This design comes from an exercise in tuning for small area on the open sky130 flow, not from production work.
Only simulation tests tie the RTL to the original design; equivalence was not proved.
Power and IR drop assume default switching activity.

### config.mk
export PLATFORM = sky130hd
export DESIGN_NAME = cpu_port_top
export DESIGN_NICKNAME = cpu_port_top
export VERILOG_FILES = /design/flow/design.v
export SDC_FILE = /design/flow/constraint.sdc
export NUM_CORES = 4
export LEC_CHECK = 0
export CAP_MARGIN = 20
export CORE_MARGIN = 2
export CORE_UTILIZATION = 55
export CTS_BUF_LIST = sky130_fd_sc_hd__clkbuf_4
export SLEW_MARGIN = 20
export SYNTH_HIERARCHICAL = 1
### constraint.sdc
create_clock -name core_clock -period 10.0 [get_ports {CLK}]
set_input_delay 2.0000 -clock core_clock [delete_from_list [all_inputs] [get_ports {CLK}]]
set_output_delay 2.0000 -clock core_clock [all_outputs]
set_load 0.01 [all_outputs]
### design.v
`timescale 1ns/1ps
module vdp_o22ai (
    input  logic a1, a2, b1, b2,
    output logic y
);
    assign y = ~((a1 | a2) & (b1 | b2));
endmodule
module vdp_nor4 (
    input  logic a, b, c, d,
    output logic y
);
    assign y = ~(a | b | c | d);
endmodule
module vdp_a222oi (
    input  logic a1, b1, a2, b2, a3, b3,
    output logic y
);
    assign y = ~((a1 & b1) | (a2 & b2) | (a3 & b3));
endmodule
module vdp_sel_tail (
    input  logic p0, p1, a1, b1, a2, b2,
    output logic y
);
    assign y = ~(p0 & p1 & ~((a1 & b1) | (a2 & b2)));
endmodule
module vdp_sel8 (
    input  logic [7:0] d,
    input  logic [7:0] s,
    output logic       y
);
    logic p0, p1;
    vdp_a222oi u_p0 (.a1(d[0]), .b1(s[0]), .a2(d[1]), .b2(s[1]), .a3(d[2]), .b3(s[2]), .y(p0));
    vdp_a222oi u_p1 (.a1(d[3]), .b1(s[3]), .a2(d[4]), .b2(s[4]), .a3(d[5]), .b3(s[5]), .y(p1));
    vdp_sel_tail u_y (.p0, .p1, .a1(d[6]), .b1(s[6]), .a2(d[7]), .b2(s[7]), .y);
endmodule
module vdp_reg_bit (
    input  logic CLK,
    input  logic ld,
    input  logic hold,
    input  logic d,
    output logic q
);
    always_ff @(posedge CLK)
        q <= (q & hold) | (d & ld);
endmodule
module vdp_nor2 (
    input  logic a, b,
    output logic y
);
    assign y = ~(a | b);
endmodule
module vdp_row_en (
    input  logic a_n,
    input  logic b_n,
    input  logic rst,
    output logic ld,
    output logic hold
);
    vdp_nor2 u_ld (.a(a_n), .b(b_n), .y(ld));
    vdp_nor2 u_hold (.a(ld), .b(rst), .y(hold));
endmodule
module vdp_register_file (
    input  logic        CLK,
    input  logic        RESET_n,
    input  logic [5:0]  idx,         
    input  logic        reg_wr,      
    input  logic [7:0]  CD_IN,
    input  logic        inc_w,       
    input  logic        inc_r,       
    input  logic [18:0] addr_inc,    
    output logic [7:0]  reg_rdata,   
    output logic [18:0] vram_waddr,
    output logic [18:0] vram_raddr,
    output logic        waddr_ih,
    output logic        raddr_ih,
    output logic [2:0]  int_enable,
    output logic [3:0]  cmd_op
);
    logic [7:0] regs [0:63];
    logic [7:0] a, b, a_n, bw_n;
    logic       rst;
    assign rst = ~RESET_n;
    always_comb begin
        for (int i = 0; i < 8; i++) begin
            a[i]    = idx[2:0] == i;
            a_n[i]  = ~(idx[2:0] == i);
            b[i]    = idx[5:3] == i;
            bw_n[i] = ~(idx[5:3] == i && reg_wr);
        end
    end
    logic [18:0] adata;
    assign adata = reg_wr ? {CD_IN[2:0], CD_IN, CD_IN} : addr_inc;
    logic ldw, holdw, ldr, holdr;
    assign ldw   = inc_w & RESET_n;
    assign holdw = ~inc_w & RESET_n;
    assign ldr   = inc_r & RESET_n;
    assign holdr = ~inc_r & RESET_n;
    genvar r, k;
    generate
        for (r = 0; r < 64; r++) begin : g_row
            logic ld, hold;
            logic [7:0] ld_b, hold_b, d;
            vdp_row_en u_en (.a_n(a_n[r % 8]), .b_n(bw_n[r / 8]), .rst, .ld, .hold);
            if (r <= 5) begin : g_addr
                localparam int NB = (r == 2 || r == 5) ? 3 : 8;
                for (k = 0; k < 8; k++) begin : g_b
                    if (k < NB) begin : g_a
                        assign ld_b[k]   = ld | (r <= 2 ? ldw : ldr);
                        assign hold_b[k] = hold & (r <= 2 ? holdw : holdr);
                        assign d[k]      = adata[(r % 3) * 8 + k];
                    end else begin : g_c
                        assign ld_b[k]   = ld;
                        assign hold_b[k] = hold;
                        assign d[k]      = CD_IN[k];
                    end
                end
            end else begin : g_gen
                assign ld_b   = {8{ld}};
                assign hold_b = {8{hold}};
                assign d      = CD_IN;
            end
            for (k = 0; k < 8; k++) begin : g_bit
                vdp_reg_bit u_bit (.CLK, .ld(ld_b[k]), .hold(hold_b[k]), .d(d[k]), .q(regs[r][k]));
            end
        end
        for (k = 0; k < 8; k++) begin : g_rd
            logic [7:0] grp;
            for (r = 0; r < 8; r++) begin : g_grp
                vdp_sel8 u_s1 (
                    .d({regs[8*r+7][k], regs[8*r+6][k], regs[8*r+5][k], regs[8*r+4][k],
                        regs[8*r+3][k], regs[8*r+2][k], regs[8*r+1][k], regs[8*r][k]}),
                    .s(a), .y(grp[r]));
            end
            vdp_sel8 u_s2 (.d(grp), .s(b), .y(reg_rdata[k]));
        end
    endgenerate
    assign vram_waddr = {regs[2][2:0], regs[1], regs[0]};
    assign vram_raddr = {regs[5][2:0], regs[4], regs[3]};
    assign waddr_ih   = regs[2][7];
    assign raddr_ih   = regs[5][7];
    assign int_enable = regs[9][2:0];
    assign cmd_op     = regs[52][7:4];
endmodule
`timescale 1ns/1ps
module cpu_port_top (
    input  logic        CLK,
    input  logic        RESET_n,
    input  logic        CSR_n,
    input  logic        CSW_n,
    input  logic [3:0]  MODE,
    input  logic [7:0]  CD_IN,
    output logic [7:0]  CD_OUT,
    output logic        WAIT_n,
    output logic        INT0_n,
    output logic        INT1_n,
    output logic        vram_we_n,
    output logic        vram_oe_n,
    output logic [18:0] vram_addr,
    output logic [7:0]  vram_din,
    input  logic [7:0]  vram_dout,
    input  logic        vram_busy,
    input  logic        stat_tr,
    input  logic        stat_vr,
    input  logic        stat_hr,
    input  logic        stat_bd,
    input  logic        stat_eo,
    input  logic        stat_ce,
    input  logic        ce_event,
    input  logic        hi_event,
    input  logic        vi_event,
    output logic        srs,
    output logic        mcs,
    output logic        cmd_start,
    output logic [3:0]  cmd_op
);
    logic prev_csr_n, prev_csw_n;
    always_ff @(posedge CLK or negedge RESET_n) begin
        if (!RESET_n) begin
            prev_csr_n <= 1'b1;
            prev_csw_n <= 1'b1;
        end else begin
            prev_csr_n <= CSR_n;
            prev_csw_n <= CSW_n;
        end
    end
    logic rd_edge, wr_edge;
    assign rd_edge = prev_csr_n & ~CSR_n;
    assign wr_edge = prev_csw_n & ~CSW_n;
    logic vram_wr, vram_rd, reg_wr, reg_rd, ptr_wr, int_wr, sys_wr;
    assign vram_wr = wr_edge && MODE == 4'd0 && WAIT_n;
    assign vram_rd = rd_edge && MODE == 4'd0 && WAIT_n;
    assign reg_wr  = wr_edge && MODE == 4'd3;
    assign reg_rd  = rd_edge && MODE == 4'd3;
    assign ptr_wr  = wr_edge && MODE == 4'd4;
    assign int_wr  = wr_edge && MODE == 4'd6;
    assign sys_wr  = wr_edge && MODE == 4'd7;
    logic [7:0] ptr;             
    logic [5:0] idx;
    assign idx = ptr[5:0];
    always_ff @(posedge CLK or negedge RESET_n) begin
        if (!RESET_n) begin
            ptr <= 8'h00;
        end else if (ptr_wr) begin
            ptr <= CD_IN;
        end else if ((reg_wr && !ptr[7]) || (reg_rd && !ptr[6])) begin
            ptr[5:0] <= idx + 6'd1;
        end
    end
    logic strobe;                
    logic acc_rd;                
    logic done;                  
    assign done = !WAIT_n && !strobe && !vram_busy;
    always_ff @(posedge CLK or negedge RESET_n) begin
        if (!RESET_n) begin
            WAIT_n <= 1'b1;
            strobe <= 1'b0;
        end else begin
            if (vram_wr || vram_rd) begin
                WAIT_n <= 1'b0;
                strobe <= 1'b1;
            end else if (strobe) begin
                if (vram_busy) strobe <= 1'b0;
            end else if (done) begin
                WAIT_n <= 1'b1;
            end
        end
    end
    always_ff @(posedge CLK) begin
        if (vram_wr || vram_rd) acc_rd <= vram_rd;
    end
    genvar k;
    generate
        for (k = 0; k < 8; k++) begin : g_din
            vdp_reg_bit u_bit (.CLK, .ld(vram_wr), .hold(!vram_wr), .d(CD_IN[k]), .q(vram_din[k]));
        end
    endgenerate
    assign vram_we_n = !(strobe && !acc_rd);
    assign vram_oe_n = !(strobe && acc_rd);
    logic [18:0] waddr, raddr, addr_inc;
    logic        waddr_ih, raddr_ih, inc_w, inc_r;
    logic [2:0]  int_enable;
    logic [7:0]  reg_rdata;
    assign vram_addr = acc_rd ? raddr : waddr;
    assign addr_inc  = vram_addr + 19'd1;
    assign inc_w = done && !acc_rd && !waddr_ih;
    assign inc_r = done &&  acc_rd && !raddr_ih;
    vdp_register_file u_regs (
        .CLK, .RESET_n, .idx, .reg_wr, .CD_IN, .inc_w, .inc_r, .addr_inc,
        .reg_rdata, .vram_waddr(waddr), .vram_raddr(raddr), .waddr_ih, .raddr_ih,
        .int_enable, .cmd_op
    );
    always_ff @(posedge CLK or negedge RESET_n) begin
        if (!RESET_n) cmd_start <= 1'b0;
        else          cmd_start <= reg_wr && idx == 6'd52;
    end
    logic [2:0] flags, events;
    assign events = {ce_event, hi_event, vi_event};
    always_ff @(posedge CLK or negedge RESET_n) begin
        if (!RESET_n) flags <= 3'b000;
        else          flags <= (flags | events) & ~(CD_IN[2:0] & {3{int_wr}});
    end
    assign INT0_n = !((flags[2] && int_enable[2]) || (flags[0] && int_enable[0]));
    assign INT1_n = !(flags[1] && int_enable[1]);
    always_ff @(posedge CLK or negedge RESET_n) begin
        if (!RESET_n) begin
            srs <= 1'b0;
            mcs <= 1'b0;
        end else if (sys_wr) begin
            srs <= CD_IN[1];
            mcs <= CD_IN[0];
        end
    end
    always_ff @(posedge CLK or negedge RESET_n) begin
        if (!RESET_n) begin
            CD_OUT <= 8'hFF;
        end else if (done && acc_rd) begin
            CD_OUT <= vram_dout;
        end else if (rd_edge && MODE != 4'd0) begin
            case (MODE)
                4'd3:    CD_OUT <= reg_rdata;
                4'd5:    CD_OUT <= {stat_tr, stat_vr, stat_hr, stat_bd, 1'b0, mcs, stat_eo, stat_ce};
                4'd6:    CD_OUT <= {5'b00000, flags | events};
                default: CD_OUT <= 8'hFF;
            endcase
        end
    end
endmodule
### run.sh
#!/bin/bash
# synth_recipe.tcl (not shown) runs the flow's synth.tcl, then flattens the netlist and writes it again
# the make line also repeats each setting of config.mk as NAME=value (left out here)
make -C /OpenROAD-flow-scripts/flow DESIGN_CONFIG=/design/flow/config.mk WORK_HOME=/design/flow/orfs CLKGATE_MAP_FILE= SYNTH_SCRIPT=/design/flow/synth_recipe.tcl finish
==> impl_metrics.ini, run 1 <==
[detailed_routing]
dr_wl_met3_um = 6280
wl_met2_um = 29590
routed_wl_um = 67480
drcViolationCount = 0
routedWlPerCell_um = 26.32
firstDrtPassIters = 14
via_per_inst = 7.085
top_layer = met4
vias = 18170
ant_nets = 0
drt_iter0_drc = 2543
drt-met1-wl_um = 29570

[logic_synthesis]
async_flop_share_pct = 4.753
synthCells = 1786
yosysWarningCount = 10
yosysSeqAreaShare_pct = 53.70
synth_edf_count = 1
synthFlopType = dfxtp_1
avgSynthCellArea_sq_um = 11.58
yosys.cell_types.count = 57
ys_ff_latch = 547
synth_area_sq_um = 20680

[power_and_ir_drop]
pwr-share-clk_pct = 38.0
power.density_nw_per_um2 = 202.7
p_seq_share_pct = 47.7
ir_drop_uv = 166.6
switchingPower_mw = 1.511
finalPower_mw = 4.797
swShare_pct = 31.51
p_comb_share_pct = 14.3
cell_internal_pwr_mw = 3.285
cellLeakagePower_nw = 9.080

[clock_tree]
numCtsBuffers = 141
clockBufferDepth = 3
cts_setup_buffers = 0
clk_latency_ps = 830
cts_resized = 0
clk_pin_slew_ps = 60
htreeDepth = 4
cts.sinks = 547
cts_hold_buf = 0
cts_tree = yes
root_buffer = clkbuf_4

[timing]
slew_viol_final = 0
finalCritPeriodShare_pct = 47.26
hold_viol_final = 0
worstMarginPinSlew_ps = 1005
finClkSkew_ps = 43.53
fin_crit_ps = 4727
finalSetupViolCount = 0
fmax_mhz = 211.6
rsz0062_at_grt = no
slew_headroom_pct = 32.08
setup-tns-final_ps = 0

[hold_path]
worstHoldStart = u_regs.g_row[50].g_bit[0].u_bit.q
whs_endpoint = u_regs.g_row[50].g_bit[0].u_bit.q
whs_path_depth = 1
hp-class = flip-flop to flip-flop

[global_route]
grt_pass1_wl_um = 103200
grt_max_degree = 66
grt_pass1_vias = 17350
antenna_found_initial = 2
grt_overflow = 0
grt_usage_pct = 34.14

[critical_path]
crit_path_end_kind = flip-flop
cp.required_ps = 10700
startpoint_type = input pin
regToRegEndpoint = CD_OUT[1]
rrSetupSlack_ps = 5950
crit_type = input pin to flip-flop
reg2regPathDepth = 9
cp_max_fo = 28
worstReg2RegStart = ptr[2]
worstPathArrival_ps = 5430

[place]
portBuffers = 80
hpwl_um = 40360
gp_congestion = 0.8644
place_inst = 2328

[floorplanning]
initial_utilization_pct = 55.42
die_h_um = 197.9
io_pins = 81
dieArea_sq_um = 39160
rows = 71
die_width_um = 197.9
core_area_sq_um = 37310

[run]
cap_viol_max_count = 0

[cells_and_area]
drive_above_1_share_pct = 14.60
final_cells = 2564
nNetsFinal = 2034
synthToLayoutAreaGrowth_pct = 14.45
final_cell_mix = a22o_1, dfxtp_1, clkbuf_4

[run_status]
status = no timing/DRC/antenna violations
-- layer usage --
metal | vias up | GRT usage (%)
met5 | - | 0
li1 | 8000 | -
met2 | 983 | 51.07
met3 | 130 | 7.529
met4 | 0 | 13.37
met1 | 9052 | 48.06
-- cell usage after synthesis (5+ instances only) --
library cell | count | area share [%]
o21ai_0 | 11 | 0.27
nand4b_1 | 6 | 0.25
buf_4 | 14 | 0.51
dfrtp_1 | 15 | 1.8
nand2_1 | 18 | 0.33
a21oi_1 | 17 | 0.41
a22oi_1 | 81 | 2.9
nand4_1 | 7 | 0.21
nor3b_1 | 8 | 0.29
a222oi_1 | 144 | 7.0
and3b_1 | 12 | 0.51
a21o_1 | 7 | 0.25
buf_2 | 12 | 0.29
dfxtp_1 | 520 | 50
dfstp_2 | 11 | 1.4
nand3b_1 | 6 | 0.22
clkbuf_1 | 5 | 0.091
mux2_2 | 39 | 2.1
inv_1 | 10 | 0.18
nand3_1 | 88 | 2.1
xnor2_1 | 15 | 0.64
nor2_1 | 146 | 2.7
a22o_1 | 520 | 22
-- Yosys stat by module, one instance, submodules excluded, a selection --
| module | flip-flops and latches | copies in the design | cell area, sq um | cells inside |
|---|---|---|---|---|
| cpu_port_top | 27 | 1 | 2152 | 243 |
| vdp_nor2 | 0 | 128 | 3.754 | 1 |
| vdp_register_file | 0 | 1 | 738.2 | 87 |
| vdp_sel_tail | 0 | 72 | 12.51 | 2 |
| vdp_reg_bit | 1 | 520 | 28.78 | 2 |
| vdp_a222oi | 0 | 144 | 10.01 | 1 |
-- worst max path at each step --
stage / start / end / cells after the start / slack [ps]
after CTS: acc_rd / vram_addr[13] / 4 / 5280
after global placement: MODE[0] / u_regs.g_row[5].g_bit[1].u_bit.q / 9 / 4540
after detailed placement: MODE[0] / u_regs.g_row[5].g_bit[0].u_bit.q / 9 / 4550
after floorplan: ptr[1] / CD_OUT[7] / 9 / 4690
final: MODE[0] / u_regs.g_row[21].g_bit[2].u_bit.q / 8 / 5270
after global routing: acc_rd / vram_addr[13] / 4 / 5140
-- critical path: stages --
cell	delay [ps]
clkdlybuf4s50_1	620
and4bb_2	340
and2_1	140
buf_4	440
nand4bb_1	470
nor2_1	760
nor2_1	350
a22o_1	300
-- cell type report --
class,instances,area (sq um)
clock buffers,190,1426
multi-input cells,1194,9338
well taps,474,593.1
fillers,3103,13650
clock inverters,45,235.2
inverters,10,37.54
repair buffers,103,928.4
flip-flops and latches,547,11100
diodes,1,2.502
-- registers in the layout, summed over array words and instances, names as in the netlist --
name	cells
cmd_start	1
WAIT_n	1
ptr	8
flags	3
strobe	1
g_din.u_bit.q	8
CD_OUT	8
acc_rd	1
mcs	1
u_regs.g_row.g_bit.u_bit.q	512
srs	1
prev_csw_n	1
prev_csr_n	1
-- stage by stage --
step / hold slack [ps] / utilization [%] / area, sq um / setup WS [ps]
after CTS: 484.6 / 63.42 / 23660 / 5281
after floorplan: 455.3 / - / 20680 / 4694
after global routing: 493.8 / 63.43 / 23670 / 5142
after detailed placement: 470.5 / 58.97 / 22000 / 4554
after global placement: 466.1 / 58.97 / 22000 / 4543
final: 484.2 / 63.43 / 23670 / 5274
-- cells by family (layout without fill, tap and decap cells) --
family / Yosys count / count (layout) / synth area share, %
compound gates: 804 / 804 / 33.90
other cells: 0 / 1 / 0
simple gates: 326 / 326 / 7.872
xor+xnor: 18 / 18 / 0.7625
flops: 547 / 547 / 53.70
fa+ha+maj: 3 / 3 / 0.1816
buf+inv: 45 / 348 / 1.259
mux: 43 / 43 / 2.318
-- power groups by stage --
| stage | sequential, mW | combinational [mW] | clock (mW) |
|---|---|---|---|
| after floorplan | 2.29 | 0.331 | 0 |
| after global placement | 2.33 | 0.661 | 0 |
| after detailed placement | 2.33 | 0.660 | 0 |
| after CTS | 2.28 | 0.662 | 1.86 |
| after global routing | 2.29 | 0.703 | 1.99 |
| final | 2.29 | 0.688 | 1.82 |
==> run 2, diff against run 1 <==
--- a/config.mk
+++ b/config.mk
@@ -9,5 +9,6 @@
 export CORE_MARGIN = 2
 export CORE_UTILIZATION = 55
-export CTS_BUF_LIST = sky130_fd_sc_hd__clkbuf_4
+export CTS_BUF_LIST = sky130_fd_sc_hd__clkbuf_8
+export CTS_CLUSTER_SIZE = 16
 export SLEW_MARGIN = 20
 export SYNTH_HIERARCHICAL = 1
==> run 2 against run 1 <==
Still clean. Clock skew is 24 ps lower. Register-to-register slack better by 40 ps. Sequential cell count stayed put. Power is 3.1% higher. Hold slack worse by 1.4 ps. Routed wire length is 0.71% lower. Critical endpoint is now u_regs.g_row[5].g_bit[1].u_bit.q. Largest cell class unchanged.
==> impl_metrics.ini, run 2 <==
[floorplanning]
core_area_sq_um = 37310
dieArea_sq_um = 39160
io_pins = 81
initial_utilization_pct = 55.42
rows = 71
die_width_um = 197.9
die_h_um = 197.9

[global_route]
grtUsageMet3_pct = 6.932
grt_max_degree = 66
grt_overflow = 0
use_met2_pct = 50.17
grt_pass1_wl_um = 102200
antenna_found_initial = 1
grt_pass1_vias = 16740
grt_usage_pct = 33.72
grt-busiest-layer = met2
use_met1_pct = 48.30

[power_and_ir_drop]
finalPower_mw = 4.944
cellLeakagePower_nw = 9.099
pwr-share-clk_pct = 39.8
ir_drop_uv = 153.6
cell_internal_pwr_mw = 3.439
p_comb_share_pct = 13.9
switchingPower_mw = 1.505
power.density_nw_per_um2 = 207.6
p_seq_share_pct = 46.3
swShare_pct = 30.44

[logic_synthesis]
synth_top_family_by_area = compound AO/OA/AOI/OAI gates
yosysWarningCount = 10
avgSynthCellArea_sq_um = 11.58
ys_top_cells_by_area = dfxtp_1, a22o_1, a222oi_1
async_flop_share_pct = 4.753
synthFlopType = dfxtp_1
synthCells = 1786
ys_ff_latch = 547
synth-compound-area-share_pct = 33.90
synthSimpleGateAreaFrac_pct = 7.872
synth_common_cells = a22o_1, dfxtp_1, nor2_1, a222oi_1, nand3_1
synth.area.mux_share_pct = 2.318
yosys.area.top_type = dfxtp_1
synth_xor_area_share_pct = 0.7624
synth_top_area_share_pct = 50.34
synth-adder-area-share_pct = 0.1815
yosys.cell_types.count = 57
synth_edf_count = 1
synth_area_sq_um = 20680
yosysSeqAreaShare_pct = 53.70

[clock_tree]
clk_latency_ps = 640
cts_hold_buf = 0
cts_tree = yes
clockBufferDepth = 3
root_buffer = clkbuf_8
cts_resized = 0
clk_pin_slew_ps = 60
cts.sinks = 547
numCtsBuffers = 86
cts_setup_buffers = 0
htreeDepth = 3

[timing]
setup-tns-final_ps = 0
hold_viol_final = 0
finalSetupViolCount = 0
fin_crit_ps = 4883
worstMarginPinSlew_ps = 1022
rsz0062_at_grt = no
slew_viol_final = 0
fmax_mhz = 204.8
timing.hold.ws_ps = 482.8
finClkSkew_ps = 19.42
finalCritPeriodShare_pct = 48.83
slew_headroom_pct = 30.93

[cells_and_area]
regMostFlops = u_regs.g_row.g_bit.u_bit.q
largest_reg_flops = 512
utilization_pct = 63.83
final_cell_mix = a22o_1, dfxtp_1, nor2_1
synthToLayoutAreaGrowth_pct = 15.17
num_antenna_cells = 0
finalInstanceArea_sq_um = 23810
drive_above_1_share_pct = 11.71
nNetsFinal = 1979

[place]
portBuffers = 80
postPlaceCellArea_sq_um = 22000
hpwl_um = 40360
gp_congestion = 0.8644

[critical_path]
worstReg2RegStart = ptr[2]
crit_family = simple AND/OR/NAND/NOR gates
cp.depth = 9
cp_num_buf_inv = 2
reg2regPathDepth = 9
cp.required_ps = 10540
worstPathCellList = clkdlybuf4s50_1 > and4bb_2 > and2_1 > buf_4 > or4b_1 > nor2_1 > nor2_1 > and3b_1 > a22o_1
crit_type = input pin to flip-flop
crit_slowest_cell = or4b_1
worstPathArrival_ps = 5420
slowest_delay_ps = 660
cpMostUsedCell = nor2_1
cp-startpoint = MODE[0]
startpoint_type = input pin
crit_path_end_kind = flip-flop
cp_max_fo = 28

[run_status]
status = no timing/DRC/antenna violations

[detailed_routing]
routed_wl_um = 67000
vias = 17810
firstDrtPassIters = 14
routedWlPerCell_um = 27.01
drt_iter0_drc = 2799
via_per_inst = 7.177
ant_nets = 0
drcViolationCount = 0

[run]
cap_viol_max_count = 0

[hold_path]
worstHoldStart = u_regs.g_row[38].g_bit[3].u_bit.q
hp-class = flip-flop to flip-flop
whs_path_depth = 1
[run 2: cell counts after synthesis]
No cell type changed its count.
[run 2: stage by stage]
| stage | std cells | worst slack, ps |
|---|---|---|
| 3_5_place_dp | 2328 | 4554 |
| 4_1_cts | 2481 | 5229 |
| 5_1_grt | 2481 | 5022 |
| 2_1_floorplan | 1786 | 4694 |
| 3_3_place_gp | 2328 | 4543 |
| 6_report | 2481 | 5117 |
[run 2: worst reg2reg max path, stage by stage, from the launching register on]
cell and delay [ps]:
dfrtp_1 730, and3b_2 480, buf_4 400, a222oi_1 640, nand3_1 250, a222oi_1 700, nand3_1 260, a22oi_1 250
o22a_1 140, a21oi_1 60
[run 2: final cells by class]
cell class | count | area [sq um]
fill | 3017 | 13500
sequential | 547 | 11100
multi-input combinational | 1194 | 9338
clock buffer | 112 | 1541
timing repair buffer | 103 | 928.4
tap | 474 | 593.1
clock inverter | 41 | 271.5
inverter | 10 | 37.54
[run 2: final timing paths]
| path | slack (ps) | endpoint |
|---|---|---|
| worst max-delay path | 5120 | u_regs.g_row[5].g_bit[1].u_bit.q |
| worst min-delay path | 480 | u_regs.g_row[38].g_bit[3].u_bit.q |
| worst max register to register | 5990 | CD_OUT[1] |
| worst min register to register | 480 | u_regs.g_row[38].g_bit[3].u_bit.q |
| max in group asynchronous | 8020 | srs |
| min in group asynchronous | 1450 | strobe |
[run 2: kinds of logic after synthesis]
kind of cell,Yosys count
flip-flops,547
XOR/XNOR,18
buffers and inverters,45
adder cells (fa/ha/maj),3
AND/OR/NAND/NOR,326
AO/OA/AOI/OAI,804
multiplexers,43
[run 2: power groups by stage]
stage | sequential, mW | clock [mW] | combinational (mW)
3_3_place_gp | 2.33 | 0 | 0.661
4_1_cts | 2.29 | 1.99 | 0.662
2_1_floorplan | 2.29 | 0 | 0.331
3_5_place_dp | 2.33 | 0 | 0.660
5_1_grt | 2.29 | 2.10 | 0.702
6_report | 2.29 | 1.97 | 0.685
[run 2: Yosys stat by module (local to each module, per instance), a selection]
module             cell area [sq um]  flops+latches  cells
vdp_a222oi                     10.01              0      1
vdp_nor2                       3.754              0      1
cpu_port_top                    2152             27    243
vdp_sel_tail                   12.51              0      2
vdp_register_file              738.2              0     87
vdp_reg_bit                    28.78              1      2
[run 2: routing by layer]
layer	share of wire (%)	vias to the layer above
met3	9.2	139
met1	44	8877
met2	44	951
met4	3.4	0
li1	-	7839
met5	0	-
==> run 3, diff against run 2 <==
--- a/design.v
+++ b/design.v
@@ -34,4 +34,10 @@
     vdp_sel_tail u_y (.p0, .p1, .a1(d[6]), .b1(s[6]), .a2(d[7]), .b2(s[7]), .y);
 endmodule
+module vdp_ao22 (
+    input  logic a1, b1, a2, b2,
+    output logic y
+);
+    assign y = (a1 & b1) | (a2 & b2);
+endmodule
 module vdp_reg_bit (
     input  logic CLK,
@@ -89,6 +95,14 @@
         end
     end
-    logic [18:0] adata;
-    assign adata = reg_wr ? {CD_IN[2:0], CD_IN, CD_IN} : addr_inc;
+    logic [18:0] adata, cd3;
+    logic        wr_n;
+    assign cd3  = {CD_IN[2:0], CD_IN, CD_IN};
+    assign wr_n = ~reg_wr;
+    genvar c;
+    generate
+        for (c = 0; c < 19; c++) begin : g_ad
+            vdp_ao22 u_m (.a1(cd3[c]), .b1(reg_wr), .a2(addr_inc[c]), .b2(wr_n), .y(adata[c]));
+        end
+    endgenerate
     logic ldw, holdw, ldr, holdr;
     assign ldw   = inc_w & RESET_n;
@@ -175,12 +189,7 @@
 );
     logic prev_csr_n, prev_csw_n;
-    always_ff @(posedge CLK or negedge RESET_n) begin
-        if (!RESET_n) begin
-            prev_csr_n <= 1'b1;
-            prev_csw_n <= 1'b1;
-        end else begin
-            prev_csr_n <= CSR_n;
-            prev_csw_n <= CSW_n;
-        end
+    always_ff @(posedge CLK) begin
+        prev_csr_n <= CSR_n;
+        prev_csw_n <= CSW_n;
     end
     logic rd_edge, wr_edge;
@@ -198,13 +207,23 @@
     logic [5:0] idx;
     assign idx = ptr[5:0];
-    always_ff @(posedge CLK or negedge RESET_n) begin
-        if (!RESET_n) begin
-            ptr <= 8'h00;
-        end else if (ptr_wr) begin
-            ptr <= CD_IN;
-        end else if ((reg_wr && !ptr[7]) || (reg_rd && !ptr[6])) begin
-            ptr[5:0] <= idx + 6'd1;
+    logic       ptr_inc, ptr_ld, ptr_hold, ptr_ldi, ptr_holdi, ptr_wr_n;
+    logic [5:0] idx_inc, ptr_d;
+    assign ptr_inc   = (reg_wr && !ptr[7]) || (reg_rd && !ptr[6]);
+    assign ptr_ld    = ptr_wr & RESET_n;
+    assign ptr_hold  = ~ptr_wr & RESET_n;
+    assign ptr_ldi   = (ptr_wr | ptr_inc) & RESET_n;
+    assign ptr_holdi = ~(ptr_wr | ptr_inc) & RESET_n;
+    assign ptr_wr_n  = ~ptr_wr;
+    assign idx_inc   = idx + 6'd1;       
+    genvar k;
+    generate
+        for (k = 0; k < 6; k++) begin : g_ptr
+            vdp_ao22 u_d (.a1(CD_IN[k]), .b1(ptr_wr), .a2(idx_inc[k]), .b2(ptr_wr_n), .y(ptr_d[k]));
+            vdp_reg_bit u_bit (.CLK, .ld(ptr_ldi), .hold(ptr_holdi), .d(ptr_d[k]), .q(ptr[k]));
         end
-    end
+        for (k = 6; k < 8; k++) begin : g_inh
+            vdp_reg_bit u_bit (.CLK, .ld(ptr_ld), .hold(ptr_hold), .d(CD_IN[k]), .q(ptr[k]));
+        end
+    endgenerate
     logic strobe;                
     logic acc_rd;                
@@ -226,11 +245,13 @@
         end
     end
-    always_ff @(posedge CLK) begin
-        if (vram_wr || vram_rd) acc_rd <= vram_rd;
-    end
-    genvar k;
+    logic go, go_n;
+    assign go   = vram_wr | vram_rd;
+    assign go_n = ~go;
+    vdp_reg_bit u_acc_rd (.CLK, .ld(go), .hold(go_n), .d(vram_rd), .q(acc_rd));
+    logic vram_wr_n;
+    assign vram_wr_n = ~vram_wr;
     generate
         for (k = 0; k < 8; k++) begin : g_din
-            vdp_reg_bit u_bit (.CLK, .ld(vram_wr), .hold(!vram_wr), .d(CD_IN[k]), .q(vram_din[k]));
+            vdp_reg_bit u_bit (.CLK, .ld(vram_wr), .hold(vram_wr_n), .d(CD_IN[k]), .q(vram_din[k]));
         end
     endgenerate
@@ -241,5 +262,12 @@
     logic [2:0]  int_enable;
     logic [7:0]  reg_rdata;
-    assign vram_addr = acc_rd ? raddr : waddr;
+    logic acc_wr;
+    assign acc_wr = ~acc_rd;
+    genvar c;
+    generate
+        for (c = 0; c < 19; c++) begin : g_va
+            vdp_ao22 u_m (.a1(raddr[c]), .b1(acc_rd), .a2(waddr[c]), .b2(acc_wr), .y(vram_addr[c]));
+        end
+    endgenerate
     assign addr_inc  = vram_addr + 19'd1;
     assign inc_w = done && !acc_rd && !waddr_ih;
@@ -250,38 +278,43 @@
         .int_enable, .cmd_op
     );
-    always_ff @(posedge CLK or negedge RESET_n) begin
-        if (!RESET_n) cmd_start <= 1'b0;
-        else          cmd_start <= reg_wr && idx == 6'd52;
-    end
+    always_ff @(posedge CLK)
+        cmd_start <= reg_wr && idx == 6'd52;
     logic [2:0] flags, events;
     assign events = {ce_event, hi_event, vi_event};
-    always_ff @(posedge CLK or negedge RESET_n) begin
-        if (!RESET_n) flags <= 3'b000;
-        else          flags <= (flags | events) & ~(CD_IN[2:0] & {3{int_wr}});
-    end
+    always_ff @(posedge CLK)
+        flags <= (flags | events) & ~(CD_IN[2:0] & {3{int_wr}}) & {3{RESET_n}};
     assign INT0_n = !((flags[2] && int_enable[2]) || (flags[0] && int_enable[0]));
     assign INT1_n = !(flags[1] && int_enable[1]);
-    always_ff @(posedge CLK or negedge RESET_n) begin
-        if (!RESET_n) begin
-            srs <= 1'b0;
-            mcs <= 1'b0;
-        end else if (sys_wr) begin
-            srs <= CD_IN[1];
-            mcs <= CD_IN[0];
-        end
-    end
-    always_ff @(posedge CLK or negedge RESET_n) begin
-        if (!RESET_n) begin
-            CD_OUT <= 8'hFF;
-        end else if (done && acc_rd) begin
-            CD_OUT <= vram_dout;
-        end else if (rd_edge && MODE != 4'd0) begin
-            case (MODE)
-                4'd3:    CD_OUT <= reg_rdata;
-                4'd5:    CD_OUT <= {stat_tr, stat_vr, stat_hr, stat_bd, 1'b0, mcs, stat_eo, stat_ce};
-                4'd6:    CD_OUT <= {5'b00000, flags | events};
-                default: CD_OUT <= 8'hFF;
-            endcase
+    logic sys_ld, sys_hold;
+    assign sys_ld   = sys_wr & RESET_n;
+    assign sys_hold = ~sys_wr & RESET_n;
+    vdp_reg_bit u_srs (.CLK, .ld(sys_ld), .hold(sys_hold), .d(CD_IN[1]), .q(srs));
+    vdp_reg_bit u_mcs (.CLK, .ld(sys_ld), .hold(sys_hold), .d(CD_IN[0]), .q(mcs));
+    logic       ld_v, ld_3, ld_5, ld_6, ld_ff, cd_hold;
+    logic [7:0] status_byte, int_byte, cd_next;
+    assign ld_v    = done & acc_rd;
+    assign ld_3    = rd_edge && MODE == 4'd3;
+    assign ld_5    = rd_edge && MODE == 4'd5;
+    assign ld_6    = rd_edge && MODE == 4'd6;
+    assign ld_ff   = (rd_edge && MODE != 4'd0 && MODE != 4'd3 && MODE != 4'd5 && MODE != 4'd6) || !RESET_n;
+    assign cd_hold = ~(ld_v | ld_3 | ld_5 | ld_6 | ld_ff);
+    assign status_byte = {stat_tr, stat_vr, stat_hr, stat_bd, 1'b0, mcs, stat_eo, stat_ce};
+    assign int_byte    = {5'b00000, flags | events};
+    generate
+        for (k = 0; k < 8; k++) begin : g_cd
+            logic p;
+            vdp_a222oi u_p (.a1(CD_OUT[k]), .b1(cd_hold), .a2(vram_dout[k]), .b2(ld_v),
+                            .a3(reg_rdata[k]), .b3(ld_3), .y(p));
+            vdp_cd_tail u_t (.p, .st(status_byte[k]), .l5(ld_5), .iv(int_byte[k]), .l6(ld_6),
+                             .lff(ld_ff), .y(cd_next[k]));
         end
-    end
+    endgenerate
+    always_ff @(posedge CLK)
+        CD_OUT <= cd_next;
+endmodule
+module vdp_cd_tail (
+    input  logic p, st, l5, iv, l6, lff,
+    output logic y
+);
+    assign y = ~(p & ~((st & l5) | (iv & l6) | lff));
 endmodule
==> flow/run.sh (new file) <==
#!/bin/bash
set -euo pipefail
export BUFFER_PORTS_ARGS="-buffer_cell sky130_fd_sc_hd__buf_1"
export CTS_ARGS="-sink_clustering_enable -repair_clock_nets -buf_list sky130_fd_sc_hd__clkbuf_8 -sink_clustering_size 14 -sink_clustering_max_diameter 60 -dont_use_dummy_load"
bash standard.sh > standard.log 2>&1
==> standard.sh (new file) <==
#!/bin/bash
# synth_recipe.tcl (not shown) runs the flow's synth.tcl, then flattens the netlist and writes it again
# the make line also repeats each setting of config.mk as NAME=value (left out here)
make -C /OpenROAD-flow-scripts/flow DESIGN_CONFIG=/design/flow/config.mk WORK_HOME=/design/flow/orfs CLKGATE_MAP_FILE= SYNTH_SCRIPT=/design/flow/synth_recipe.tcl "${@:-finish}"
--- a/config.mk
+++ b/config.mk
@@ -9,6 +9,4 @@
 export CORE_MARGIN = 2
 export CORE_UTILIZATION = 55
-export CTS_BUF_LIST = sky130_fd_sc_hd__clkbuf_8
-export CTS_CLUSTER_SIZE = 16
 export SLEW_MARGIN = 20
 export SYNTH_HIERARCHICAL = 1
removed: run.sh
==> run 3 against run 2 <==
First-iteration DRC count shrank 4.9%. Clock power shrank 44%. Hold slack gained 4.9 ps. Clock skew grew 22 ps. Die area shrank 1.9%. Sequential cell count is the same. Area after synthesis shrank 1.9%. Power shrank 30%. Final cell count shrank 4.9%. Design area shrank 8.1%. Sequential share of layout area grew 3.5 points. Via count shrank 2.1%. Largest cell class unchanged.
==> impl_metrics.ini, run 3 <==
[critical_path]
crit_family = simple AND/OR/NAND/NOR gates
cp.required_ps = 10520
cp_max_fo = 29
worstPathCellList = buf_1 > nand2_1 > or3_1 > nor2_2 > buf_4 > or4b_1 > nor2_1 > nor2_1 > and3b_1 > a22o_1
crit_type = input pin to flip-flop
cpMostUsedCell = nor2_1
cp_num_buf_inv = 2
worstPathArrival_ps = 5260
slowest_delay_ps = 650
crit_path_end_kind = flip-flop
reg2regPathDepth = 8
crit_slowest_cell = or4b_1
cp.depth = 10
startpoint_type = input pin

[timing]
finalWorstSetupSlack_ps = 5257
slew_viol_final = 0
finalSetupViolCount = 0
hold_viol_final = 0
fmax_mhz = 210.8
rsz0062_at_grt = no
slew_headroom_pct = 28.86
finalCritPeriodShare_pct = 47.43
worstMarginPinSlew_ps = 1067
setup-tns-final_ps = 0
finClkSkew_ps = 41.92
fin_crit_ps = 4743

[logic_synthesis]
synthFlopType = dfxtp_1
synth_common_cells = a22o_1, dfxtp_1, a222oi_1, nor2_1, nand3_1
synth_edf_count = 0
yosys.cell_types.count = 44
ys_ff_latch = 547
async_flop_share_pct = 0.3656
yosysSeqAreaShare_pct = 54.04
synth_most_common_cell = a22o_1
synth_top_area_share_pct = 53.78
synth_area_sq_um = 20290
yosysWarningCount = 10
avgSynthCellArea_sq_um = 11.52
ys_top_cells_by_area = dfxtp_1, a22o_1, a222oi_1
yosys.area.top_type = dfxtp_1
synthCells = 1761

[global_route]
grt_pass1_wl_um = 100500
grt_pass1_vias = 16160
antenna_found_initial = 0
grt_overflow = 0
grt_max_degree = 66
grt_usage_pct = 33.96

[power_and_ir_drop]
cellLeakagePower_nw = 8.134
ir_drop_uv = 105.1
power.density_nw_per_um2 = 158.2

[clock_tree]
numCtsBuffers = 46
clk_latency_ps = 660
clk_pin_slew_ps = 80
cts_hold_buf = 0
cts_tree = yes
cts.sinks = 547
cts_resized = 0
clockBufferDepth = 3
cts_setup_buffers = 0
htreeDepth = 2
root_buffer = clkbuf_8

[floorplanning]
dieArea_sq_um = 38440
die_h_um = 196.1
core_area_sq_um = 36430
initial_utilization_pct = 55.68
io_pins = 81
rows = 70
die_width_um = 196.1

[cells_and_area]
synthToLayoutAreaGrowth_pct = 7.858
drive_above_1_share_pct = 5.394
utilization_pct = 60.05
fill_cells = 3143
final_cell_mix = a22o_1, dfxtp_1, a222oi_1
largest_registers = u_regs.g_row.g_bit.u_bit.q (512), CD_OUT (8), g_din.u_bit.q (8)
multi_input_area_sq_um = 9160
regArea_sq_um = 10960
layout_commonest_cell = a22o_1
regMostFlops = u_regs.g_row.g_bit.u_bit.q
nNetsFinal = 1930
num_antenna_cells = 0
largest_reg_flops = 512

[detailed_routing]
routed_wl_um = 66850
routedWlPerCell_um = 28.34
drcViolationCount = 0
firstDrtPassIters = 10
ant_nets = 0
drt_iter0_drc = 2663
via_per_inst = 7.388
vias = 17430

[place]
dp_worst_setup_slack_ps = 4720
hpwl_um = 39790
gp_congestion = 0.8930
portBuffers = 80

[run]
cap_viol_max_count = 0

[hold_path]
hp-class = flip-flop to flip-flop
whs_path_depth = 1

[run_status]
status = no timing/DRC/antenna violations
run 3: worst register-to-register path: stages, from the launching register on:
cell and delay (ps):
dfxtp_1 740, and3b_2 520, buf_4 420, a222oi_1 550, nand3_1 300, a222oi_1 640
nand3_1 290, a222oi_1 380, nand4b_1 120
run 3: layout make-up:
type / count / area share [%]
Sequential cell: 547 / 50.10
Multi-Input combinational cell: 1181 / 41.87
Clock buffer: 46 / 2.894
Tap cell: 468 / 2.676
Timing Repair Buffer: 104 / 2.242
Inverter: 13 / 0.2230
run 3: cells by family after synthesis:
| kind of cell | synth area share (%) |
|---|---|
| simple gates | 8.172 |
| compound gates | 35.53 |
| flops | 54.04 |
| xor+xnor | 0.9930 |
| buf+inv | 1.061 |
| other cells | 0.01849 |
| fa+ha+maj | 0.1851 |
run 3: final timing paths:
kind | startpoint | end | slack [ps]
min reg2reg | u_regs.g_row[39].g_bit[2].u_bit.q | u_regs.g_row[39].g_bit[2].u_bit.q | 490
max in group asynchronous | RESET_n | WAIT_n | 8430
min | u_regs.g_row[39].g_bit[2].u_bit.q | u_regs.g_row[39].g_bit[2].u_bit.q | 490
min in group asynchronous | RESET_n | strobe | 1310
max | MODE[1] | u_regs.g_row[2].g_bit[2].u_bit.q | 5260
max reg2reg | g_ptr[2].u_bit.q | CD_OUT[4] | 5950
run 3: per-stage QoR:
| step | power [mW] | hold slack (ps) | instances | area (sq um) |
|---|---|---|---|---|
| 3_5_place_dp | 2.401 | 470.1 | 2313 | 21250 |
| 3_3_place_gp | 2.399 | 466.1 | 2313 | 21250 |
| 4_1_cts | 3.478 | 491.4 | 2359 | 21880 |
| 2_1_floorplan | 2.309 | 455.3 | 1766 | 20300 |
| 6_report | 3.460 | 487.7 | 2359 | 21880 |
| 5_1_grt | 3.572 | 501.2 | 2359 | 21880 |
run 3: where the power goes:
| part | internal (mW) | switching (mW) |
|---|---|---|
| logic | 0.0332 | 0.126 |
| clock network | 0.412 | 0.695 |
| registers | 2.19 | 0.00786 |
run 3: metal layers:
metal / share of wire, % / track usage [%] / up-vias
li1: - / - / 7655
met1: 43 / 48.54 / 8690
met2: 43 / 49.87 / 939
met3: 9.9 / 7.375 / 144
met4: 3.6 / 13.89 / 0
met5: 0 / 0 / -
run 3: per-module statistics from Yosys (local to each module, per instance), excerpt:
module,times used,cells inside
vdp_nor2,128,1
vdp_ao22,44,1
vdp_register_file,1,66
vdp_a222oi,152,1
vdp_cd_tail,8,3
cpu_port_top,1,141
vdp_sel_tail,72,2
vdp_reg_bit,531,2
==> run 4, diff against run 3 <==
--- a/design.v
+++ b/design.v
@@ -306,6 +306,12 @@
             vdp_a222oi u_p (.a1(CD_OUT[k]), .b1(cd_hold), .a2(vram_dout[k]), .b2(ld_v),
                             .a3(reg_rdata[k]), .b3(ld_3), .y(p));
-            vdp_cd_tail u_t (.p, .st(status_byte[k]), .l5(ld_5), .iv(int_byte[k]), .l6(ld_6),
-                             .lff(ld_ff), .y(cd_next[k]));
+            if (k < 3) begin : g_i
+                vdp_cd_tail u_t (.p, .st(status_byte[k]), .l5(ld_5), .iv(int_byte[k]), .l6(ld_6),
+                                 .lff(ld_ff), .y(cd_next[k]));
+            end else if (k != 3) begin : g_s
+                vdp_cd_tail_s u_t (.p, .st(status_byte[k]), .l5(ld_5), .lff(ld_ff), .y(cd_next[k]));
+            end else begin : g_z
+                vdp_nand2b u_t (.p, .lff(ld_ff), .y(cd_next[k]));
+            end
         end
     endgenerate
@@ -319,2 +325,14 @@
     assign y = ~(p & ~((st & l5) | (iv & l6) | lff));
 endmodule
+module vdp_cd_tail_s (
+    input  logic p, st, l5, lff,
+    output logic y
+);
+    assign y = ~(p & ~((st & l5) | lff));
+endmodule
+module vdp_nand2b (
+    input  logic p, lff,
+    output logic y
+);
+    assign y = ~(p & ~lff);
+endmodule
==> flow/run.sh (replaced) <==
#!/bin/bash
set -euo pipefail
export BUFFER_PORTS_ARGS="-buffer_cell sky130_fd_sc_hd__buf_1"
export CTS_ARGS="-sink_clustering_enable -repair_clock_nets -buf_list sky130_fd_sc_hd__clkbuf_8 -sink_clustering_size 17 -sink_clustering_max_diameter 60 -dont_use_dummy_load"
bash standard.sh > standard.log 2>&1
==> run 4 against run 3 <==
Still clean on timing, DRC and antenna. Register-to-register slack barely moved. Combinational power is essentially flat. First-iteration DRC count fell by 6.8%. Clock skew grew 33 ps. Sequential cell count did not move. Critical path type unchanged. Critical endpoint is now u_regs.g_row[2].g_bit[0].u_bit.q.
==> impl_metrics.ini, run 4 <==
[run_status]
status = no timing/DRC/antenna violations

[critical_path]
cp_max_fo = 29
cp.required_ps = 10530
worstPathArrival_ps = 5170
reg2regPathDepth = 8
crit_type = input pin to flip-flop
crit_path_end_kind = flip-flop
slowest_delay_ps = 660
cpMostUsedCell = nor2_1
worstPathCellList = buf_1 > nand2_1 > or3_1 > nor2_2 > buf_4 > or4b_1 > nor2_1 > nor2_1 > and3b_1 > a22o_1
crit_slowest_cell = or4b_1
startpoint_type = input pin

[logic_synthesis]
ys_top_cells_by_area = dfxtp_1, a22o_1, a222oi_1
yosysSeqAreaShare_pct = 54.13
synth_top_area_share_pct = 53.87
synth_most_common_cell = a22o_1
yosysWarningCount = 10
async_flop_share_pct = 0.3656
synth_area_sq_um = 20250
synthFlopType = dfxtp_1
synth_common_cells = a22o_1, dfxtp_1, a222oi_1, nor2_1, nand3_1
ys_ff_latch = 547
synthCells = 1754
yosys.area.top_type = dfxtp_1
avgSynthCellArea_sq_um = 11.55
yosys.cell_types.count = 43
synth_edf_count = 0

[global_route]
grt_pass1_wl_um = 101100
grt_max_degree = 66
grt_pass1_vias = 16520
grt_overflow = 0
antenna_found_initial = 2
grt_usage_pct = 33.65

[clock_tree]
cts.sinks = 547
clockBufferDepth = 3
clk_latency_ps = 670
cts_tree = yes
numCtsBuffers = 41
htreeDepth = 2
root_buffer = clkbuf_8
cts_setup_buffers = 0
cts_hold_buf = 0
clk_pin_slew_ps = 80
cts_resized = 0

[hold_path]
hp-class = flip-flop to flip-flop
whs_path_depth = 1

[power_and_ir_drop]
p_comb_share_pct = 4.6
p_seq_share_pct = 64.3
ir_drop_uv = 150.8
finalPower_mw = 3.413
pwr-share-clk_pct = 31.1
swShare_pct = 24.10
power.density_nw_per_um2 = 156.8
cellLeakagePower_nw = 8.088
switchingPower_mw = 0.8225
cell_internal_pwr_mw = 2.591

[cells_and_area]
synthToLayoutAreaGrowth_pct = 7.488
drive_above_1_share_pct = 5.224
regMostFlops = u_regs.g_row.g_bit.u_bit.q
final_cells = 2344
utilization_pct = 59.75
nNetsFinal = 1915
num_antenna_cells = 0
final_cell_mix = a22o_1, dfxtp_1, a222oi_1
layout_commonest_cell = a22o_1
largest_reg_flops = 512
finalInstanceArea_sq_um = 21770
largest_registers = u_regs.g_row.g_bit.u_bit.q (512), CD_OUT (8), g_din.u_bit.q (8)

[timing]
finalWorstSetupSlack_ps = 5355
finalCritPeriodShare_pct = 46.45
hold_viol_final = 0
setup-tns-final_ps = 0
finalSetupViolCount = 0
finClkSkew_ps = 74.64
slew_headroom_pct = 31.01
timing.hold.ws_ps = 479.4
fin_crit_ps = 4645
rsz0062_at_grt = no
fmax_mhz = 215.3
slew_viol_final = 0
worstMarginPinSlew_ps = 1035

[floorplanning]
io_pins = 81
initial_utilization_pct = 55.58
dieArea_sq_um = 38370
core_area_sq_um = 36430
die_width_um = 195.9
rows = 70
die_h_um = 195.9

[run]
cap_viol_max_count = 0

[detailed_routing]
routedWlPerCell_um = 28.22
via_per_inst = 7.382
routed_wl_um = 66140
drcViolationCount = 0
vias = 17300
firstDrtPassIters = 14
ant_nets = 0
drt_iter0_drc = 2481

[place]
dp_worst_setup_slack_ps = 4836
hpwl_um = 40360
postPlaceCellArea_sq_um = 21200
place_inst = 2303
portBuffers = 80
gp_congestion = 0.8449
## run 4: cell count changes after synthesis
cell	delta
nand4b_1	-5
nand2b_1	+1
nand3b_1	+4
conb_1	-1
nand2_1	-6
## run 4: routing by layer
layer / share of wire [%] / up-vias / GRT usage, %
li1: - / 7616 / -
met1: 44 / 8648 / 49.12
met2: 43 / 928 / 50.67
met3: 9.7 / 112 / 6.601
met4: 2.5 / 0 / 9.596
met5: 0 / - / 0
## run 4: final timing paths
kind | start | end | slack [ps]
max in group asynchronous | RESET_n | WAIT_n | 8430
min | u_regs.g_row[57].g_bit[5].u_bit.q | u_regs.g_row[57].g_bit[5].u_bit.q | 480
max | MODE[0] | u_regs.g_row[2].g_bit[0].u_bit.q | 5360
max reg2reg | g_ptr[1].u_bit.q | CD_OUT[1] | 5960
min in group asynchronous | RESET_n | strobe | 1310
min reg2reg | u_regs.g_row[57].g_bit[5].u_bit.q | u_regs.g_row[57].g_bit[5].u_bit.q | 480
## run 4: power groups by stage
stage / combinational, mW / sequential (mW) / clock (mW)
final: 0.156 / 2.20 / 1.06
after floorplan: 0.0592 / 2.25 / 0
after global routing: 0.164 / 2.20 / 1.15
after detailed placement: 0.152 / 2.25 / 0
after global placement: 0.151 / 2.25 / 0
after CTS: 0.152 / 2.20 / 1.08
## run 4: critical path, delay by kind of cell
kind,cells,cell delay [ps]
compound gates,1,210
buf+inv,2,600
simple gates,7,2340
## run 4: modules after synthesis (local to each module, per instance), a selection
module             area, sq um  cells
vdp_ao22                 8.758      1
vdp_reg_bit              28.78      2
vdp_a222oi               10.01      1
cpu_port_top              1089    140
vdp_cd_tail_s            11.26      2
vdp_nor2                 3.754      1
vdp_nand2b               6.256      1
vdp_sel_tail             12.51      2
vdp_register_file        494.2     66
vdp_cd_tail              16.27      3
## run 4: final cells by class
| class | instances | area, sq um |
|---|---|---|
| clock buffer | 41 | 564.3 |
| inverter | 13 | 48.80 |
| fill | 3097 | 14670 |
| tap | 468 | 585.6 |
| sequential | 547 | 10960 |
| timing repair buffer | 106 | 505.5 |
| multi-input combinational | 1169 | 9102 |
## run 4: logic make-up (layout without fill, tap and decap cells)
kind of cell	count (synthesis)	in the layout	synth area share (%)
compound gates	816	816	35.59
xor+xnor	23	23	0.9947
fa+ha+maj	3	3	0.1854
buf+inv	38	160	1.063
flops	547	547	54.13
simple gates	327	327	8.038
==> run 5, diff against run 4 <==
--- a/design.v
+++ b/design.v
@@ -81,5 +81,6 @@
     output logic        raddr_ih,
     output logic [2:0]  int_enable,
-    output logic [3:0]  cmd_op
+    output logic [3:0]  cmd_op,
+    output logic        wr_cmd       
 );
     logic [7:0] regs [0:63];
@@ -110,4 +111,5 @@
     assign ldr   = inc_r & RESET_n;
     assign holdr = ~inc_r & RESET_n;
+    logic [63:0] row_ld;
     genvar r, k;
     generate
@@ -116,4 +118,5 @@
             logic [7:0] ld_b, hold_b, d;
             vdp_row_en u_en (.a_n(a_n[r % 8]), .b_n(bw_n[r / 8]), .rst, .ld, .hold);
+            assign row_ld[r] = ld;
             if (r <= 5) begin : g_addr
                 localparam int NB = (r == 2 || r == 5) ? 3 : 8;
@@ -155,4 +158,5 @@
     assign int_enable = regs[9][2:0];
     assign cmd_op     = regs[52][7:4];
+    assign wr_cmd     = row_ld[52];
 endmodule
 `timescale 1ns/1ps
@@ -262,4 +266,5 @@
     logic [2:0]  int_enable;
     logic [7:0]  reg_rdata;
+    logic        wr_cmd;
     logic acc_wr;
     assign acc_wr = ~acc_rd;
@@ -276,8 +281,8 @@
         .CLK, .RESET_n, .idx, .reg_wr, .CD_IN, .inc_w, .inc_r, .addr_inc,
         .reg_rdata, .vram_waddr(waddr), .vram_raddr(raddr), .waddr_ih, .raddr_ih,
-        .int_enable, .cmd_op
+        .int_enable, .cmd_op, .wr_cmd
     );
     always_ff @(posedge CLK)
-        cmd_start <= reg_wr && idx == 6'd52;
+        cmd_start <= wr_cmd;
     logic [2:0] flags, events;
     assign events = {ce_event, hi_event, vi_event};
--- a/config.mk
+++ b/config.mk
@@ -6,7 +6,7 @@
 export NUM_CORES = 4
 export LEC_CHECK = 0
-export CAP_MARGIN = 20
+export CAP_MARGIN = 5
 export CORE_MARGIN = 2
 export CORE_UTILIZATION = 55
-export SLEW_MARGIN = 20
+export SLEW_MARGIN = 5
 export SYNTH_HIERARCHICAL = 1
==> run 5 against run 4 <==
Still clean on timing, DRC and antenna. Die area is 0.13% lower. Area after synthesis is 0.14% lower. Critical path depth stayed put. Hold slack better by 4.1 ps. Register-to-register slack worse by 130 ps. Combinational power hardly changed. Global-route usage is 0.32 points higher. Non-clock buffer count is 1 lower. First-iteration DRC count is 13% higher. Critical path type unchanged.
==> impl_metrics.ini, run 5 <==
[run_status]
status = no timing/DRC/antenna violations

[detailed_routing]
firstDrtPassIters = 14
vias = 17270
routedWlPerCell_um = 28.25
via_per_inst = 7.369
drt_iter0_drc = 2813
drcViolationCount = 0
routed_wl_um = 66180
ant_nets = 0

[power_and_ir_drop]
power.density_nw_per_um2 = 156.8
cellLeakagePower_nw = 8.068
ir_drop_uv = 118.1
finalPower_mw = 3.410

[logic_synthesis]
ys_top_cells_by_area = dfxtp_1, a22o_1, a222oi_1
synth_top_area_share_pct = 53.95
async_flop_share_pct = 0.3656
avgSynthCellArea_sq_um = 11.55
synthFlopType = dfxtp_1
synth_area_sq_um = 20220
synth_edf_count = 0
yosys.cell_types.count = 41
yosys.area.top_type = dfxtp_1
yosysSeqAreaShare_pct = 54.20
yosysWarningCount = 10
ys_ff_latch = 547
synth_most_common_cell = a22o_1
synthCells = 1751
synth_common_cells = a22o_1, dfxtp_1, a222oi_1, nor2_1, nand3_1

[cells_and_area]
synthToLayoutAreaGrowth_pct = 7.511
nNetsFinal = 1912
drive_above_1_share_pct = 5.176
layout_commonest_cell = a22o_1
largest_registers = u_regs.g_row.g_bit.u_bit.q (512), CD_OUT (8), g_din.u_bit.q (8)
final_cells = 2343
regMostFlops = u_regs.g_row.g_bit.u_bit.q
utilization_pct = 59.68
final_cell_mix = a22o_1, dfxtp_1, a222oi_1
largest_reg_flops = 512
finalInstanceArea_sq_um = 21740

[place]
gp_congestion = 0.8837
place_inst = 2301
postPlaceCellArea_sq_um = 21180
dp_worst_setup_slack_ps = 4853
portBuffers = 80
hpwl_um = 40070

[critical_path]
cp.required_ps = 10540
crit_path_end_kind = flip-flop
cp_max_fo = 28
startpoint_type = input pin
worstPathArrival_ps = 5130
crit_type = input pin to flip-flop

[global_route]
grt_pass1_vias = 16310
use_met1_pct = 49.77
grt-busiest-layer = met2
grt_max_degree = 66
use_met2_pct = 51.42
grt_overflow = 0
grtUsageMet3_pct = 4.968
grt_pass1_wl_um = 100900
grt_usage_pct = 33.96
antenna_found_initial = 1

[clock_tree]
htreeDepth = 2
cts_resized = 0
numCtsBuffers = 41
clk_latency_ps = 630
cts_hold_buf = 0
cts_tree = yes
clockBufferDepth = 3
cts.sinks = 547
root_buffer = clkbuf_8
clk_pin_slew_ps = 100
cts_setup_buffers = 0

[timing]
setup-tns-final_ps = 0
timing.hold.ws_ps = 483.5
finalCritPeriodShare_pct = 45.92
slew_viol_final = 0
hold_viol_final = 0
worstMarginPinSlew_ps = 1055
finClkSkew_ps = 57.60
finalWorstSetupSlack_ps = 5408
fin_crit_ps = 4592
rsz0062_at_grt = no
slew_headroom_pct = 29.47
finalSetupViolCount = 0
fmax_mhz = 217.8

[floorplanning]
core_area_sq_um = 36430
io_pins = 81
die_h_um = 195.8
die_width_um = 195.8
initial_utilization_pct = 55.51
dieArea_sq_um = 38320
rows = 70

[run]
cap_viol_max_count = 0

[hold_path]
hp-class = flip-flop to flip-flop
[run 5: changes by cell type after synthesis, sizes merged]
| cell | before | now |
|---|---|---|
| inv | 13 | 12 |
| nor3 | 6 | 7 |
| and3 | 6 | 5 |
| nand2 | 28 | 25 |
| nor4 | 3 | 2 |
| xnor2 | 19 | 18 |
| nor2 | 140 | 142 |
| xor2 | 4 | 5 |
| nand3 | 83 | 87 |
| clkbuf | 3 | 1 |
| and4b | 1 | 0 |
| and4 | 1 | 0 |
| nand4 | 4 | 5 |
| ha | 3 | 2 |
[run 5: per-module statistics from Yosys (local to each module, per instance), excerpt]
module	copies in the design	cell area, sq um
vdp_a222oi	152	10.01
cpu_port_top	1	1061
vdp_ao22	44	8.758
vdp_register_file	1	494.2
vdp_nor2	128	3.754
vdp_nand2b	1	6.256
vdp_cd_tail	3	16.27
vdp_reg_bit	531	28.78
vdp_sel_tail	72	12.51
vdp_cd_tail_s	4	11.26
[run 5: logic make-up after synthesis]
family / count (synthesis) / share of synthesized area (%)
AOI/OAI and AO/OA: 816 / 35.64
DFF: 547 / 54.20
and+or+nand+nor: 328 / 8.030
buffers and inverters: 35 / 1.008
xor gates and xnor gates: 23 / 0.9960
adders and majority gates: 2 / 0.1237
[run 5: routing by layer]
layer	routed length, um	vias up
met4	1916	0
met3	6515	122
met5	0	-
met2	28690	919
met1	29050	8597
li1	-	7627
[run 5: critical path: stages]
cell and delay [ps]:
buf_1 230, nand2_1 130, or3_1 380, nor2_2 100
buf_4 410, or4b_1 650, nor2_1 460, nor2_1 240
and3b_1 310, a22o_1 220
[run 5: path summary, 6_finish.rpt]
path / cells past startpoint / to / slack (ps) / from
setup / recovery: 10 / u_regs.g_row[5].g_bit[0].u_bit.q / 5410 / MODE[1]
hold / removal: 1 / u_regs.g_row[61].g_bit[2].u_bit.q / 480 / u_regs.g_row[61].g_bit[2].u_bit.q
setup reg to reg: 8 / CD_OUT[4] / 5830 / g_ptr[2].u_bit.q
hold reg to reg: 1 / u_regs.g_row[61].g_bit[2].u_bit.q / 480 / u_regs.g_row[61].g_bit[2].u_bit.q
max in group asynchronous: 2 / WAIT_n / 8430 / RESET_n
min in group asynchronous: 2 / strobe / 1310 / RESET_n
[run 5: cell type report]
class                      instances  area [sq um]
clock buffer                      41         564.3
tap                              468         585.6
inverter                          12         45.04
fill                            3071         14690
antenna                            1         2.502
timing repair buffer             105         498.0
sequential                       547         10960
multi-input combinational       1169          9086
[run 5: power breakdown]
group          switching [mW]  internal [mW]
clock network           0.688          0.369
logic                   0.123         0.0332
registers             0.00775           2.19
==> run 6, diff against run 5 <==
--- a/design.v
+++ b/design.v
@@ -50,4 +50,23 @@
         q <= (q & hold) | (d & ld);
 endmodule
+module vdp_dec3 (
+    input  logic [2:0] x,
+    output logic [7:0] y
+);
+    always_comb
+        for (int i = 0; i < 8; i++) y[i] = x == i;
+endmodule
+module vdp_inv (
+    input  logic a,
+    output logic y
+);
+    assign y = ~a;
+endmodule
+module vdp_nand2 (
+    input  logic a, b,
+    output logic y
+);
+    assign y = ~(a & b);
+endmodule
 module vdp_nor2 (
     input  logic a, b,
@@ -88,12 +107,13 @@
     logic       rst;
     assign rst = ~RESET_n;
-    always_comb begin
-        for (int i = 0; i < 8; i++) begin
-            a[i]    = idx[2:0] == i;
-            a_n[i]  = ~(idx[2:0] == i);
-            b[i]    = idx[5:3] == i;
-            bw_n[i] = ~(idx[5:3] == i && reg_wr);
+    vdp_dec3 u_deca (.x(idx[2:0]), .y(a));
+    vdp_dec3 u_decb (.x(idx[5:3]), .y(b));
+    genvar i;
+    generate
+        for (i = 0; i < 8; i++) begin : g_dec
+            vdp_inv   u_an (.a(a[i]), .y(a_n[i]));
+            vdp_nand2 u_bw (.a(b[i]), .b(reg_wr), .y(bw_n[i]));
         end
-    end
+    endgenerate
     logic [18:0] adata, cd3;
     logic        wr_n;
==> run 6 against run 5 <==
Still clean on timing, DRC and antenna. Via count down 0.10%. Core utilization increased by 0.13 points. First-iteration DRC count increased by 1.7%. Setup slack better by 240 ps. Register-to-register slack improved by 490 ps. Count of clock-buffer cells in the layout unchanged. Design area hardly changed. Hold slack improved by 8.7 ps. Largest power group unchanged. Highest routed layer unchanged.
==> impl_metrics.ini, run 6 <==
[run_status]
status = no timing/DRC/antenna violations

[timing]
finalCritPeriodShare_pct = 43.54
rsz0062_at_grt = no
finalSetupViolCount = 0
worstMarginPinSlew_ps = 1229
fmax_mhz = 229.7
slew_headroom_pct = 17.89
finClkSkew_ps = 39.56
hold_viol_final = 0
timing.hold.ws_ps = 492.2
fin_crit_ps = 4354
slew_viol_final = 0
setup-tns-final_ps = 0

[cells_and_area]
multi_input_area_sq_um = 8992
num_antenna_cells = 0
largest_registers = u_regs.g_row.g_bit.u_bit.q (512), CD_OUT (8), g_din.u_bit.q (8)
largest_reg_flops = 512
regMostFlops = u_regs.g_row.g_bit.u_bit.q
synthToLayoutAreaGrowth_pct = 7.920
layout_commonest_cell = a22o_1
nNetsFinal = 1920
fill_cells = 3105
finalInstanceArea_sq_um = 21740
regArea_sq_um = 10960
drive_above_1_share_pct = 5.951
final_cell_mix = a22o_1, dfxtp_1, a222oi_1

[global_route]
grt_pass1_vias = 16190
use_met2_pct = 51.59
grt_usage_pct = 33.47
grt_max_degree = 66
antenna_found_initial = 0
grt_overflow = 0
grt-busiest-layer = met2
grtUsageMet3_pct = 5.734
grt_pass1_wl_um = 99590
use_met1_pct = 48.44

[logic_synthesis]
synth_top_family_by_area = compound AO/OA/AOI/OAI gates
yosysWarningCount = 11
yosys.cell_types.count = 39
synth.area.mux_share_pct = 0
synth_common_cells = a22o_1, dfxtp_1, a222oi_1, nor2_1, nand3_1
ys_ff_latch = 547
synth_xor_area_share_pct = 1.000
synth_most_common_cell = a22o_1
synth-adder-area-share_pct = 0.1242
synth_edf_count = 0
synth_area_sq_um = 20140
synthCells = 1745
synth_top_area_share_pct = 54.17
ys_top_cells_by_area = dfxtp_1, a22o_1, a222oi_1
async_flop_share_pct = 0.3656
yosysSeqAreaShare_pct = 54.42
avgSynthCellArea_sq_um = 11.54
synthSimpleGateAreaFrac_pct = 7.603
synth-compound-area-share_pct = 35.81
yosys.area.top_type = dfxtp_1
synthFlopType = dfxtp_1

[power_and_ir_drop]
swShare_pct = 23.73
cell_internal_pwr_mw = 2.591
pwr-share-clk_pct = 30.8
finalPower_mw = 3.397
power.density_nw_per_um2 = 156.3
cellLeakagePower_nw = 8.094
ir_drop_uv = 124.7
p_seq_share_pct = 64.6
p_comb_share_pct = 4.6
switchingPower_mw = 0.8062

[clock_tree]
numCtsBuffers = 41
clk_pin_slew_ps = 80
root_buffer = clkbuf_8
cts.sinks = 547
clockBufferDepth = 3
cts_resized = 0
cts_hold_buf = 0
cts_tree = yes
htreeDepth = 2
clk_latency_ps = 610
cts_setup_buffers = 0

[floorplanning]
die_h_um = 195.4
rows = 70
dieArea_sq_um = 38170
die_width_um = 195.4
io_pins = 81
core_area_sq_um = 36350
initial_utilization_pct = 55.41

[critical_path]
startpoint_type = input pin
cp.required_ps = 10480
rrSetupSlack_ps = 6320
cp-endpoint = u_regs.g_row[51].g_bit[3].u_bit.q
crit_family = simple AND/OR/NAND/NOR gates
slowest_delay_ps = 640
crit_path_end_kind = flip-flop
cp.depth = 9
worstReg2RegStart = g_ptr[2].u_bit.q
cp_num_buf_inv = 2
crit_type = input pin to flip-flop
reg2regPathDepth = 7
cp_max_fo = 28
crit_slowest_cell = nor2_1
cp-startpoint = MODE[1]
worstPathCellList = buf_1 > nand2_1 > or3_1 > nor2_2 > buf_4 > nand2_1 > nor2_1 > nor2_1 > a22o_1
regToRegEndpoint = u_regs.g_row[52].g_bit[3].u_bit.q
worstPathArrival_ps = 4830

[detailed_routing]
ant_nets = 0
routed_wl_um = 65860
vias = 17250
firstDrtPassIters = 13
routedWlPerCell_um = 28.03
drt_iter0_drc = 2860
drcViolationCount = 0
via_per_inst = 7.339

[hold_path]
worstHoldStart = g_inh[6].u_bit.q
hp-class = flip-flop to flip-flop

[place]
hpwl_um = 40050
gp_congestion = 0.8930
postPlaceCellArea_sq_um = 21170
portBuffers = 80

[run]
cap_viol_max_count = 0
[run 6: cell count changes in the layout (fill, tap and decap cells not counted), sizes merged]
| cell | delta |
|---|---|
| or3b | -3 |
| or4b | -1 |
| nand2 | +8 |
| or3 | -1 |
| nand4b | -3 |
| inv | +8 |
| nand4 | -1 |
| buf | +8 |
| diode | -1 |
| nand4bb | -3 |
| nand3b | -3 |
| nand3 | -1 |
[run 6: metal layers]
layer,wire [um],vias to the layer above
li1,-,7595
met1,29130,8605
met2,29180,929
met3,5810,118
met4,1735,0
met5,0,-
[run 6: final cells by class]
| class | instances | share of cell area, % |
|---|---|---|
| flip-flops and latches | 547 | 50.43 |
| clock buffers | 41 | 2.596 |
| repair buffers | 113 | 2.567 |
| multi-input cells | 1161 | 41.37 |
| well taps | 468 | 2.694 |
| inverters | 20 | 0.3454 |
[run 6: worst min-delay path by stage]
stage	end	slack (ps)	cells past startpoint
final	g_inh[6].u_bit.q	490	1
after global routing	u_regs.g_row[34].g_bit[0].u_bit.q	500	1
after CTS	g_inh[6].u_bit.q	490	1
after detailed placement	u_regs.g_row[56].g_bit[0].u_bit.q	470	1
after global placement	u_regs.g_row[61].g_bit[3].u_bit.q	470	1
after floorplan	u_regs.g_row[11].g_bit[0].u_bit.q	460	1
[run 6: metrics by stage]
step	utilization, %	worst slack, ps	instances
detailed placement	58.25	5107	2309
finish	59.80	5646	2350
global placement	58.25	5140	2309
CTS	59.80	5728	2350
global route	59.80	5494	2350
floorplan	-	4243	1745
[run 6: cell families after synthesis]
kind of cell / Yosys count
AOI/OAI and AO/OA: 816
xor gates and xnor gates: 23
adders and majority gates: 2
buffers and inverters: 37
DFF: 547
and+or+nand+nor: 320
[run 6: per-module statistics from Yosys, one instance, submodules excluded, excerpt]
module,cells,area (sq um)
vdp_register_file,28,221.5
vdp_nand2b,1,6.256
vdp_cd_tail_s,2,11.26
vdp_ao22,1,8.758
vdp_cd_tail,3,16.27
vdp_reg_bit,2,28.78
vdp_inv,1,3.754
[run 6: power by group through the flow]
stage	clock network, mW	logic, mW	registers [mW]
3_3_place_gp	0	0.151	2.25
5_1_grt	1.14	0.165	2.20
2_1_floorplan	0	0.0590	2.25
6_report	1.05	0.156	2.20
4_1_cts	1.06	0.153	2.20
3_5_place_dp	0	0.154	2.25

==> afterwards: timing with drivers on the ports <==
Ports are ideal in the flow. The routed layouts listed here were re-timed in OpenROAD.
Step 1 assumes that a clkbuf_16 drives the clock port and a buf_2 every other input.
Step 2 also shifts input and output timing later by t, the mid clock arrival at the registers, as if the neighbouring blocks saw the same clock.
Slacks: ideal ports / drivers / drivers and shift; pairs: ideal ports / drivers.
run	t, ns	setup slack, ns
run 1	0.859	5.273 / 5.260 / 4.445
run 2	0.689	5.117 / 5.146 / 4.458
run 3	0.691	5.257 / 5.285 / 4.595
run 4	0.688	5.355 / 5.387 / 4.699
run 5	0.663	5.408 / 5.439 / 4.776
run 6	0.641	5.646 / 5.676 / 5.035
After both steps setup and hold are still met in every run listed.
